Background: an optimization exercise with open tools, aiming at small area, a short achievable clock period and few clock cycles. Do not read the settings as production practice. Power figures rest on the tool's default switching activity, not on a simulated workload.

==> inputs of 08-02 <==
Design ahb_master, start of the top module:
module ahb_master
(
    input  logic   i_clk,
    input  logic   i_reset_n,
    input  logic   i_req_valid,
    input  logic   i_req_read,
    input  master_pkg::addr_t  i_req_addr,
    input  master_pkg::len_t   i_req_len,
    output logic   o_req_ready,
    input  logic   i_wdata_valid,
    input  master_pkg::data_t  i_wdata,
    output logic   o_wdata_ready,
    output logic   o_rdata_valid,
    output master_pkg::data_t  o_rdata,
    input  logic   i_rdata_ready,
    output logic   o_hsel,
    output master_pkg::addr_t  o_haddr,
    output ahb_pkg::trans_t o_htrans,
    output ahb_pkg::burst_t o_hburst,
    output logic   o_hwrite,
    output master_pkg::data_t  o_hwdata,
    input  master_pkg::data_t  i_hrdata,
    input  logic   i_hready
);
==> module ahb_handshake, before the edit <==
module ahb_handshake
(
    input  logic   i_wdata_valid,
    input  logic   i_rdata_ready,
    input  logic   i_hready,
    input  logic   i_t0,
    input  logic   i_tw,
    input  logic   i_twh,
    input  logic   i_tr,
    input  logic   i_trh,
    input  logic   i_idle,
    input  logic   i_last,
    input  logic   i_wr_free,
    input  logic   i_dp_wr,
    input  logic   i_rd_held,
    input  logic   i_dp_rd,
    output logic   o_active,
    output logic   o_req_ready,
    output logic   o_wdata_ready,
    output logic   o_rdata_valid
);
    assign o_active      = i_t0 | (i_wdata_valid & i_tw) | (i_rdata_ready & i_tr)
                                | (i_hready & i_wdata_valid & i_twh) | (i_hready & i_rdata_ready & i_trh);
    assign o_req_ready   = i_idle | (i_hready & i_last & (i_t0 | (i_wdata_valid & (i_tw | i_twh))
                                                       | (i_rdata_ready & (i_tr | i_trh))));
    assign o_wdata_ready = i_wr_free | (i_hready & i_dp_wr);
    assign o_rdata_valid = i_rd_held | (i_hready & i_dp_rd);
endmodule
==> module ahb_txn_ctrl, before the edit <==
module ahb_txn_ctrl
(
    input  logic   i_clk,
    input  logic   i_reset_n,
    input  logic   i_req_valid,
    input  logic   i_req_read,
    input  master_pkg::addr_t  i_req_addr,
    input  master_pkg::len_t   i_req_len,
    output logic   o_req_ready,
    input  logic   i_wdata_valid,
    output logic   o_wdata_ready,
    output logic   o_wr_load,
    output logic   o_rdata_valid,
    input  logic   i_rdata_ready,
    output logic   o_rd_held,             
    input  logic   i_hready,
    output logic   o_hsel,
    output master_pkg::addr_t  o_haddr,
    output ahb_pkg::trans_t o_htrans,
    output ahb_pkg::burst_t o_hburst,
    output logic   o_hwrite
);
    logic          ld_q, st_q;
    logic          wr_held_q, rd_held_q, dp_wr_q, dp_rd_q;
    logic          hwrite_q;
    logic [2:0]    hburst_q;
    logic [3:0]    rem_q;
    logic [29:0]   haddr_q;
    logic          t0_q, tw_q, twh_q, tr_q, trh_q;
    logic          ld_d, shown_d, last, wr_held_d, rd_held_d, dp_wr_d, dp_rd_d, hwrite_d;
    logic          active, samp, done, take;
    logic          wr_push, wr_pop, rd_in;
    logic          cw, cr, c0;
    ahb_handshake u_hs (
        .i_wdata_valid(i_wdata_valid), .i_rdata_ready(i_rdata_ready), .i_hready(i_hready),
        .i_t0(t0_q), .i_tw(tw_q), .i_twh(twh_q), .i_tr(tr_q), .i_trh(trh_q),
        .i_idle(!ld_q), .i_last(last),
        .i_wr_free(!wr_held_q), .i_dp_wr(dp_wr_q), .i_rd_held(rd_held_q), .i_dp_rd(dp_rd_q),
        .o_active(o_htrans[1]), .o_req_ready(o_req_ready),
        .o_wdata_ready(o_wdata_ready), .o_rdata_valid(o_rdata_valid)
    );
    assign active  = t0_q | (i_wdata_valid & (tw_q | (twh_q & i_hready)))
                          | (i_rdata_ready & (tr_q | (trh_q & i_hready)));
    assign samp    = i_hready & active;
    assign last    = (rem_q == 4'd0);
    assign done    = samp & last;
    assign take    = i_req_valid & (!ld_q | done);
    assign wr_pop    = i_hready & dp_wr_q;
    assign wr_push   = i_wdata_valid & (!wr_held_q | wr_pop);
    assign o_wr_load = wr_push;
    assign rd_in     = i_hready & dp_rd_q;
    assign o_rd_held = rd_held_q;
    assign ld_d      = take | (ld_q & !done);
    assign shown_d   = active & !i_hready;
    assign hwrite_d  = take ? !i_req_read : hwrite_q;
    assign wr_held_d = wr_push | (wr_held_q & !wr_pop);
    assign rd_held_d = (rd_in | rd_held_q) & !i_rdata_ready;
    assign dp_wr_d   = i_hready ? (samp & hwrite_q) : dp_wr_q;
    assign dp_rd_d   = i_hready ? (samp & !hwrite_q) : dp_rd_q;
    assign cw = ld_d & !shown_d & hwrite_d;
    assign cr = ld_d & !shown_d & !hwrite_d;
    assign c0 = ld_d & (shown_d | (hwrite_d & wr_held_d & !dp_wr_d)
                                | (!hwrite_d & !rd_held_d & !dp_rd_d));
    always_ff @(posedge i_clk or negedge i_reset_n) begin
        if (!i_reset_n) begin
            ld_q      <= 1'b0;
            st_q      <= 1'b0;
            wr_held_q <= 1'b0;
            rd_held_q <= 1'b0;
            dp_wr_q   <= 1'b0;
            dp_rd_q   <= 1'b0;
            t0_q      <= 1'b0;
            tw_q      <= 1'b0;
            twh_q     <= 1'b0;
            tr_q      <= 1'b0;
            trh_q     <= 1'b0;
        end else begin
            ld_q      <= ld_d;
            st_q      <= !take & !done & (samp | st_q);
            wr_held_q <= wr_held_d;
            rd_held_q <= rd_held_d;
            dp_wr_q   <= dp_wr_d;
            dp_rd_q   <= dp_rd_d;
            t0_q      <= c0;
            tw_q      <= cw & !wr_held_d;
            twh_q     <= cw & dp_wr_d;
            tr_q      <= cr & rd_held_d;
            trh_q     <= cr & dp_rd_d;
        end
    end
    always_ff @(posedge i_clk) begin
        if (take) begin
            haddr_q  <= i_req_addr[31:2];
            rem_q    <= i_req_len;
            hwrite_q <= !i_req_read;
            case (i_req_len)
                4'd0:    hburst_q <= ahb_pkg::HBURST_SINGLE;
                4'd3:    hburst_q <= ahb_pkg::HBURST_INCR4;
                4'd7:    hburst_q <= ahb_pkg::HBURST_INCR8;
                4'd15:   hburst_q <= ahb_pkg::HBURST_INCR16;
                default: hburst_q <= ahb_pkg::HBURST_INCR;
            endcase
        end else if (samp) begin
            haddr_q[7:0] <= haddr_q[7:0] + 8'd1;    
            rem_q        <= rem_q - 4'd1;
        end
    end
    assign o_htrans[0] = st_q;
    assign o_hsel      = ld_q;
    assign o_haddr     = {haddr_q, 2'b00};
    assign o_hburst    = hburst_q;
    assign o_hwrite    = hwrite_q;
endmodule
export LEC_CHECK = 0
export ABC_AREA = 1
export CAP_MARGIN = 20
export CORE_MARGIN = 2
export CORE_UTILIZATION = 40
export SETUP_SLACK_MARGIN = 1.9
export SLEW_MARGIN = 20
create_clock -name core_clock -period 4.5 [get_ports {i_clk}]
standard.sh (not shown) runs the stock make flow with config.mk's settings and CLKGATE_MAP_FILE= SYNTH_SCRIPT=/design/flow/synth_recipe.tcl, a recipe that flattens the netlist after the stock synthesis.
==> flow/flow/run.sh <==
#!/bin/bash
# Standard layout; ports buffered with the smallest buffer, sizing free to change footprints
bash standard.sh BUFFER_PORTS_ARGS="-buffer_cell sky130_fd_sc_hd__buf_1" MATCH_CELL_FOOTPRINT=0 finish > standard.log 2>&1
==> inputs of 07-05, as changes to 08-02 <==
--- a/flow/design.v
+++ b/flow/design.v
@@ -49,5 +49,7 @@
     input  logic   i_trh,
     input  logic   i_idle,
-    input  logic   i_last,
+    input  logic   i_l0,
+    input  logic   i_lw,
+    input  logic   i_lr,
     input  logic   i_wr_free,
     input  logic   i_dp_wr,
@@ -61,6 +63,6 @@
     assign o_active      = i_t0 | (i_wdata_valid & i_tw) | (i_rdata_ready & i_tr)
                                 | (i_hready & i_wdata_valid & i_twh) | (i_hready & i_rdata_ready & i_trh);
-    assign o_req_ready   = i_idle | (i_hready & i_last & (i_t0 | (i_wdata_valid & (i_tw | i_twh))
-                                                       | (i_rdata_ready & (i_tr | i_trh))));
+    assign o_req_ready   = i_idle | (i_hready & i_l0) | (i_hready & i_wdata_valid & i_lw)
+                                  | (i_hready & i_rdata_ready & i_lr);
     assign o_wdata_ready = i_wr_free | (i_hready & i_dp_wr);
     assign o_rdata_valid = i_rd_held | (i_hready & i_dp_rd);
@@ -88,5 +90,5 @@
     output logic   o_hwrite
 );
-    logic          ld_q, st_q;
+    logic          ld_q, st_q, shown_q;
     logic          wr_held_q, rd_held_q, dp_wr_q, dp_rd_q;
     logic          hwrite_q;
@@ -94,23 +96,30 @@
     logic [3:0]    rem_q;
     logic [29:0]   haddr_q;
-    logic          t0_q, tw_q, twh_q, tr_q, trh_q;
-    logic          ld_d, shown_d, last, wr_held_d, rd_held_d, dp_wr_d, dp_rd_d, hwrite_d;
-    logic          active, samp, done, take;
+    logic          last, cw, cr;
+    logic          t0, tw, twh, tr, trh;
+    logic          active, samp, done, take, req_ready;
     logic          wr_push, wr_pop, rd_in;
-    logic          cw, cr, c0;
+    assign last = (rem_q == 4'd0);
+    assign cw   = ld_q & !shown_q & hwrite_q;
+    assign cr   = ld_q & !shown_q & !hwrite_q;
+    assign t0   = (ld_q & shown_q) | (cw & wr_held_q & !dp_wr_q) | (cr & !rd_held_q & !dp_rd_q);
+    assign tw   = cw & !wr_held_q;       
+    assign twh  = cw & dp_wr_q;          
+    assign tr   = cr & rd_held_q;        
+    assign trh  = cr & dp_rd_q;          
     ahb_handshake u_hs (
         .i_wdata_valid(i_wdata_valid), .i_rdata_ready(i_rdata_ready), .i_hready(i_hready),
-        .i_t0(t0_q), .i_tw(tw_q), .i_twh(twh_q), .i_tr(tr_q), .i_trh(trh_q),
-        .i_idle(!ld_q), .i_last(last),
+        .i_t0(t0), .i_tw(tw), .i_twh(twh), .i_tr(tr), .i_trh(trh),
+        .i_idle(!ld_q), .i_l0(last & t0), .i_lw(last & (tw | twh)), .i_lr(last & (tr | trh)),
         .i_wr_free(!wr_held_q), .i_dp_wr(dp_wr_q), .i_rd_held(rd_held_q), .i_dp_rd(dp_rd_q),
         .o_active(o_htrans[1]), .o_req_ready(o_req_ready),
         .o_wdata_ready(o_wdata_ready), .o_rdata_valid(o_rdata_valid)
     );
-    assign active  = t0_q | (i_wdata_valid & (tw_q | (twh_q & i_hready)))
-                          | (i_rdata_ready & (tr_q | (trh_q & i_hready)));
-    assign samp    = i_hready & active;
-    assign last    = (rem_q == 4'd0);
-    assign done    = samp & last;
-    assign take    = i_req_valid & (!ld_q | done);
+    assign active    = t0 | (i_wdata_valid & (tw | (twh & i_hready)))
+                          | (i_rdata_ready & (tr | (trh & i_hready)));
+    assign samp      = i_hready & active;
+    assign done      = samp & last;
+    assign req_ready = !ld_q | done;
+    assign take      = i_req_valid & req_ready;
     assign wr_pop    = i_hready & dp_wr_q;
     assign wr_push   = i_wdata_valid & (!wr_held_q | wr_pop);
@@ -118,40 +127,23 @@
     assign rd_in     = i_hready & dp_rd_q;
     assign o_rd_held = rd_held_q;
-    assign ld_d      = take | (ld_q & !done);
-    assign shown_d   = active & !i_hready;
-    assign hwrite_d  = take ? !i_req_read : hwrite_q;
-    assign wr_held_d = wr_push | (wr_held_q & !wr_pop);
-    assign rd_held_d = (rd_in | rd_held_q) & !i_rdata_ready;
-    assign dp_wr_d   = i_hready ? (samp & hwrite_q) : dp_wr_q;
-    assign dp_rd_d   = i_hready ? (samp & !hwrite_q) : dp_rd_q;
-    assign cw = ld_d & !shown_d & hwrite_d;
-    assign cr = ld_d & !shown_d & !hwrite_d;
-    assign c0 = ld_d & (shown_d | (hwrite_d & wr_held_d & !dp_wr_d)
-                                | (!hwrite_d & !rd_held_d & !dp_rd_d));
     always_ff @(posedge i_clk or negedge i_reset_n) begin
         if (!i_reset_n) begin
             ld_q      <= 1'b0;
             st_q      <= 1'b0;
+            shown_q   <= 1'b0;
             wr_held_q <= 1'b0;
             rd_held_q <= 1'b0;
             dp_wr_q   <= 1'b0;
             dp_rd_q   <= 1'b0;
-            t0_q      <= 1'b0;
-            tw_q      <= 1'b0;
-            twh_q     <= 1'b0;
-            tr_q      <= 1'b0;
-            trh_q     <= 1'b0;
         end else begin
-            ld_q      <= ld_d;
+            ld_q      <= take | (ld_q & !done);
             st_q      <= !take & !done & (samp | st_q);
-            wr_held_q <= wr_held_d;
-            rd_held_q <= rd_held_d;
-            dp_wr_q   <= dp_wr_d;
-            dp_rd_q   <= dp_rd_d;
-            t0_q      <= c0;
-            tw_q      <= cw & !wr_held_d;
-            twh_q     <= cw & dp_wr_d;
-            tr_q      <= cr & rd_held_d;
-            trh_q     <= cr & dp_rd_d;
+            shown_q   <= active & !i_hready;
+            wr_held_q <= wr_push | (wr_held_q & !wr_pop);
+            rd_held_q <= (rd_in | rd_held_q) & !i_rdata_ready;
+            if (i_hready) begin
+                dp_wr_q <= samp & hwrite_q;
+                dp_rd_q <= samp & !hwrite_q;
+            end
         end
     end
--- a/flow/config.mk
+++ b/flow/config.mk
@@ -10,4 +10,4 @@
 export CORE_MARGIN = 2
 export CORE_UTILIZATION = 40
-export SETUP_SLACK_MARGIN = 1.9
+export SETUP_SLACK_MARGIN = 1.8
 export SLEW_MARGIN = 20
==> inputs of 05-17, as changes to 08-02 <==
--- a/flow/design.v
+++ b/flow/design.v
@@ -49,5 +49,7 @@
     input  logic   i_trh,
     input  logic   i_idle,
-    input  logic   i_last,
+    input  logic   i_l0,
+    input  logic   i_lw,
+    input  logic   i_lr,
     input  logic   i_wr_free,
     input  logic   i_dp_wr,
@@ -61,6 +63,6 @@
     assign o_active      = i_t0 | (i_wdata_valid & i_tw) | (i_rdata_ready & i_tr)
                                 | (i_hready & i_wdata_valid & i_twh) | (i_hready & i_rdata_ready & i_trh);
-    assign o_req_ready   = i_idle | (i_hready & i_last & (i_t0 | (i_wdata_valid & (i_tw | i_twh))
-                                                       | (i_rdata_ready & (i_tr | i_trh))));
+    assign o_req_ready   = i_idle | (i_hready & i_l0) | (i_hready & i_wdata_valid & i_lw)
+                                  | (i_hready & i_rdata_ready & i_lr);
     assign o_wdata_ready = i_wr_free | (i_hready & i_dp_wr);
     assign o_rdata_valid = i_rd_held | (i_hready & i_dp_rd);
@@ -88,5 +90,5 @@
     output logic   o_hwrite
 );
-    logic          ld_q, st_q;
+    logic          ld_q, st_q, last_q;
     logic          wr_held_q, rd_held_q, dp_wr_q, dp_rd_q;
     logic          hwrite_q;
@@ -95,5 +97,6 @@
     logic [29:0]   haddr_q;
     logic          t0_q, tw_q, twh_q, tr_q, trh_q;
-    logic          ld_d, shown_d, last, wr_held_d, rd_held_d, dp_wr_d, dp_rd_d, hwrite_d;
+    logic          l0_q, lw_q, lr_q;
+    logic          ld_d, shown_d, last_d, wr_held_d, rd_held_d, dp_wr_d, dp_rd_d, hwrite_d;
     logic          active, samp, done, take;
     logic          wr_push, wr_pop, rd_in;
@@ -102,5 +105,5 @@
         .i_wdata_valid(i_wdata_valid), .i_rdata_ready(i_rdata_ready), .i_hready(i_hready),
         .i_t0(t0_q), .i_tw(tw_q), .i_twh(twh_q), .i_tr(tr_q), .i_trh(trh_q),
-        .i_idle(!ld_q), .i_last(last),
+        .i_idle(!ld_q), .i_l0(l0_q), .i_lw(lw_q), .i_lr(lr_q),
         .i_wr_free(!wr_held_q), .i_dp_wr(dp_wr_q), .i_rd_held(rd_held_q), .i_dp_rd(dp_rd_q),
         .o_active(o_htrans[1]), .o_req_ready(o_req_ready),
@@ -110,6 +113,5 @@
                           | (i_rdata_ready & (tr_q | (trh_q & i_hready)));
     assign samp    = i_hready & active;
-    assign last    = (rem_q == 4'd0);
-    assign done    = samp & last;
+    assign done    = samp & last_q;
     assign take    = i_req_valid & (!ld_q | done);
     assign wr_pop    = i_hready & dp_wr_q;
@@ -121,4 +123,5 @@
     assign shown_d   = active & !i_hready;
     assign hwrite_d  = take ? !i_req_read : hwrite_q;
+    assign last_d    = take ? (i_req_len == 4'd0) : (samp ? (rem_q == 4'd1) : last_q);
     assign wr_held_d = wr_push | (wr_held_q & !wr_pop);
     assign rd_held_d = (rd_in | rd_held_q) & !i_rdata_ready;
@@ -142,4 +145,7 @@
             tr_q      <= 1'b0;
             trh_q     <= 1'b0;
+            l0_q      <= 1'b0;
+            lw_q      <= 1'b0;
+            lr_q      <= 1'b0;
         end else begin
             ld_q      <= ld_d;
@@ -154,7 +160,11 @@
             tr_q      <= cr & rd_held_d;
             trh_q     <= cr & dp_rd_d;
+            l0_q      <= last_d & c0;
+            lw_q      <= last_d & cw & (!wr_held_d | dp_wr_d);
+            lr_q      <= last_d & cr & (rd_held_d | dp_rd_d);
         end
     end
     always_ff @(posedge i_clk) begin
+        last_q <= last_d;
         if (take) begin
             haddr_q  <= i_req_addr[31:2];
--- a/flow/config.mk
+++ b/flow/config.mk
@@ -10,4 +10,6 @@
 export CORE_MARGIN = 2
 export CORE_UTILIZATION = 40
-export SETUP_SLACK_MARGIN = 1.9
+export SETUP_SLACK_MARGIN = 2.1
 export SLEW_MARGIN = 20
+export SYNTH_HIERARCHICAL = 1
+export SYNTH_MINIMUM_KEEP_SIZE = 0
==> inputs of 12-24, as changes to 08-02 <==
--- a/flow/design.v
+++ b/flow/design.v
@@ -49,5 +49,7 @@
     input  logic   i_trh,
     input  logic   i_idle,
-    input  logic   i_last,
+    input  logic   i_l0,
+    input  logic   i_lw,
+    input  logic   i_lr,
     input  logic   i_wr_free,
     input  logic   i_dp_wr,
@@ -61,6 +63,6 @@
     assign o_active      = i_t0 | (i_wdata_valid & i_tw) | (i_rdata_ready & i_tr)
                                 | (i_hready & i_wdata_valid & i_twh) | (i_hready & i_rdata_ready & i_trh);
-    assign o_req_ready   = i_idle | (i_hready & i_last & (i_t0 | (i_wdata_valid & (i_tw | i_twh))
-                                                       | (i_rdata_ready & (i_tr | i_trh))));
+    assign o_req_ready   = i_idle | (i_hready & i_l0) | (i_hready & i_wdata_valid & i_lw)
+                                  | (i_hready & i_rdata_ready & i_lr);
     assign o_wdata_ready = i_wr_free | (i_hready & i_dp_wr);
     assign o_rdata_valid = i_rd_held | (i_hready & i_dp_rd);
@@ -88,5 +90,5 @@
     output logic   o_hwrite
 );
-    logic          ld_q, st_q;
+    logic          ld_q, st_q, shown_q;
     logic          wr_held_q, rd_held_q, dp_wr_q, dp_rd_q;
     logic          hwrite_q;
@@ -94,23 +96,30 @@
     logic [3:0]    rem_q;
     logic [29:0]   haddr_q;
-    logic          t0_q, tw_q, twh_q, tr_q, trh_q;
-    logic          ld_d, shown_d, last, wr_held_d, rd_held_d, dp_wr_d, dp_rd_d, hwrite_d;
-    logic          active, samp, done, take;
+    logic          last, cw, cr;
+    logic          t0, tw, twh, tr, trh;
+    logic          active, samp, done, take, req_ready;
     logic          wr_push, wr_pop, rd_in;
-    logic          cw, cr, c0;
+    assign last = (rem_q == 4'd0);
+    assign cw   = ld_q & !shown_q & hwrite_q;
+    assign cr   = ld_q & !shown_q & !hwrite_q;
+    assign t0   = (ld_q & shown_q) | (cw & wr_held_q & !dp_wr_q) | (cr & !rd_held_q & !dp_rd_q);
+    assign tw   = cw & !wr_held_q;       
+    assign twh  = cw & dp_wr_q;          
+    assign tr   = cr & rd_held_q;        
+    assign trh  = cr & dp_rd_q;          
     ahb_handshake u_hs (
         .i_wdata_valid(i_wdata_valid), .i_rdata_ready(i_rdata_ready), .i_hready(i_hready),
-        .i_t0(t0_q), .i_tw(tw_q), .i_twh(twh_q), .i_tr(tr_q), .i_trh(trh_q),
-        .i_idle(!ld_q), .i_last(last),
+        .i_t0(t0), .i_tw(tw), .i_twh(twh), .i_tr(tr), .i_trh(trh),
+        .i_idle(!ld_q), .i_l0(last & t0), .i_lw(last & (tw | twh)), .i_lr(last & (tr | trh)),
         .i_wr_free(!wr_held_q), .i_dp_wr(dp_wr_q), .i_rd_held(rd_held_q), .i_dp_rd(dp_rd_q),
         .o_active(o_htrans[1]), .o_req_ready(o_req_ready),
         .o_wdata_ready(o_wdata_ready), .o_rdata_valid(o_rdata_valid)
     );
-    assign active  = t0_q | (i_wdata_valid & (tw_q | (twh_q & i_hready)))
-                          | (i_rdata_ready & (tr_q | (trh_q & i_hready)));
-    assign samp    = i_hready & active;
-    assign last    = (rem_q == 4'd0);
-    assign done    = samp & last;
-    assign take    = i_req_valid & (!ld_q | done);
+    assign active    = t0 | (i_wdata_valid & (tw | (twh & i_hready)))
+                          | (i_rdata_ready & (tr | (trh & i_hready)));
+    assign samp      = i_hready & active;
+    assign done      = samp & last;
+    assign req_ready = !ld_q | done;
+    assign take      = i_req_valid & req_ready;
     assign wr_pop    = i_hready & dp_wr_q;
     assign wr_push   = i_wdata_valid & (!wr_held_q | wr_pop);
@@ -118,40 +127,23 @@
     assign rd_in     = i_hready & dp_rd_q;
     assign o_rd_held = rd_held_q;
-    assign ld_d      = take | (ld_q & !done);
-    assign shown_d   = active & !i_hready;
-    assign hwrite_d  = take ? !i_req_read : hwrite_q;
-    assign wr_held_d = wr_push | (wr_held_q & !wr_pop);
-    assign rd_held_d = (rd_in | rd_held_q) & !i_rdata_ready;
-    assign dp_wr_d   = i_hready ? (samp & hwrite_q) : dp_wr_q;
-    assign dp_rd_d   = i_hready ? (samp & !hwrite_q) : dp_rd_q;
-    assign cw = ld_d & !shown_d & hwrite_d;
-    assign cr = ld_d & !shown_d & !hwrite_d;
-    assign c0 = ld_d & (shown_d | (hwrite_d & wr_held_d & !dp_wr_d)
-                                | (!hwrite_d & !rd_held_d & !dp_rd_d));
     always_ff @(posedge i_clk or negedge i_reset_n) begin
         if (!i_reset_n) begin
             ld_q      <= 1'b0;
             st_q      <= 1'b0;
+            shown_q   <= 1'b0;
             wr_held_q <= 1'b0;
             rd_held_q <= 1'b0;
             dp_wr_q   <= 1'b0;
             dp_rd_q   <= 1'b0;
-            t0_q      <= 1'b0;
-            tw_q      <= 1'b0;
-            twh_q     <= 1'b0;
-            tr_q      <= 1'b0;
-            trh_q     <= 1'b0;
         end else begin
-            ld_q      <= ld_d;
+            ld_q      <= take | (ld_q & !done);
             st_q      <= !take & !done & (samp | st_q);
-            wr_held_q <= wr_held_d;
-            rd_held_q <= rd_held_d;
-            dp_wr_q   <= dp_wr_d;
-            dp_rd_q   <= dp_rd_d;
-            t0_q      <= c0;
-            tw_q      <= cw & !wr_held_d;
-            twh_q     <= cw & dp_wr_d;
-            tr_q      <= cr & rd_held_d;
-            trh_q     <= cr & dp_rd_d;
+            shown_q   <= active & !i_hready;
+            wr_held_q <= wr_push | (wr_held_q & !wr_pop);
+            rd_held_q <= (rd_in | rd_held_q) & !i_rdata_ready;
+            if (i_hready) begin
+                dp_wr_q <= samp & hwrite_q;
+                dp_rd_q <= samp & !hwrite_q;
+            end
         end
     end
--- a/flow/config.mk
+++ b/flow/config.mk
@@ -12,2 +12,4 @@
 export SETUP_SLACK_MARGIN = 1.9
 export SLEW_MARGIN = 20
+export SYNTH_HIERARCHICAL = 1
+export SYNTH_MINIMUM_KEEP_SIZE = 0
==> run summary <==
item	07-05	05-17	12-24	08-02
Run status	no timing/DRC/antenna violations	no timing/DRC/antenna violations	no timing/DRC/antenna violations	no timing/DRC/antenna violations
Post-Layout Inst Area	0.00522 mm^2	0.00622 mm^2	0.00532 mm^2	0.00578 mm^2
All-layer global routing usage	0.151	0.172	0.162	0.167
Starting density of the core	0.406	0.410	0.407	0.407
Share of synthesized area spent on multiplexers	0.0915	0	0	0
PwrDens	417 mW/mm^2	619 mW/mm^2	408 mW/mm^2	586 mW/mm^2
Worst hold-check slack	418 ps	444 ps	429 ps	401 ps
Plain + repair buffers	224	221	218	222
Part of the Yosys area used for sequential elements	0.741	0.702	0.701	0.722
Sequential fraction of design power	0.559	0.406	0.551	0.420
Fraction of registers with async set/reset	0.0642	0.120	0.0642	0.0973
Wirelength per Cell	13.7 um	14.2 um	12.9 um	12.9 um
Capturing instance or port of the critical path	o_req_ready	o_rdata[3]	o_req_ready	o_req_ready
Share of power burned in the clock network	0.276	0.333	0.296	0.356
Most used cell along the critical path	nor2_1	-	nand2_1	-
Clock buffer count	11	25	9	20
Largest vdd supply drop	0.181 mV	0.356 mV	0.183 mV	0.293 mV
Total core area	0.00968 mm^2	0.0108 mm^2	0.0102 mm^2	0.0102 mm^2
No functional check of the RTL was part of any run of this note.

what the ideal ports hide:
How much do the figures lean on ideal ports? The routed layouts below were timed once more, with nothing changed but the port constraints. Step 1 sets driving cells, clkbuf_16 on the clock port and buf_2 on the other inputs (assumed; they add their load-dependent delay and slew). Step 2 moves the port delays by t, midway between the first and last clock arrival at a register: inputs arrive t later, outputs are due t later. That takes back most of the time a late clock gives input paths. Slacks: ideal ports / drivers / drivers and shift; pairs: ideal ports / drivers.
run	shift t [ns]	setup WS [ns]	worst setup path after step 2
08-02	0.522	1.957 / 1.917 / 1.762	input to register
07-05	0.392	1.843 / 1.801 / 1.714	input to register
05-17	0.523	2.059 / 2.028 / 1.939	input to register
12-24	0.391	1.893 / 1.862 / 1.725	input to register
After both steps every run listed still meets setup and hold. For 08-02, which loses most, drivers alone change the setup slack by -0.040 ns; drivers and shift together by -0.195 ns.
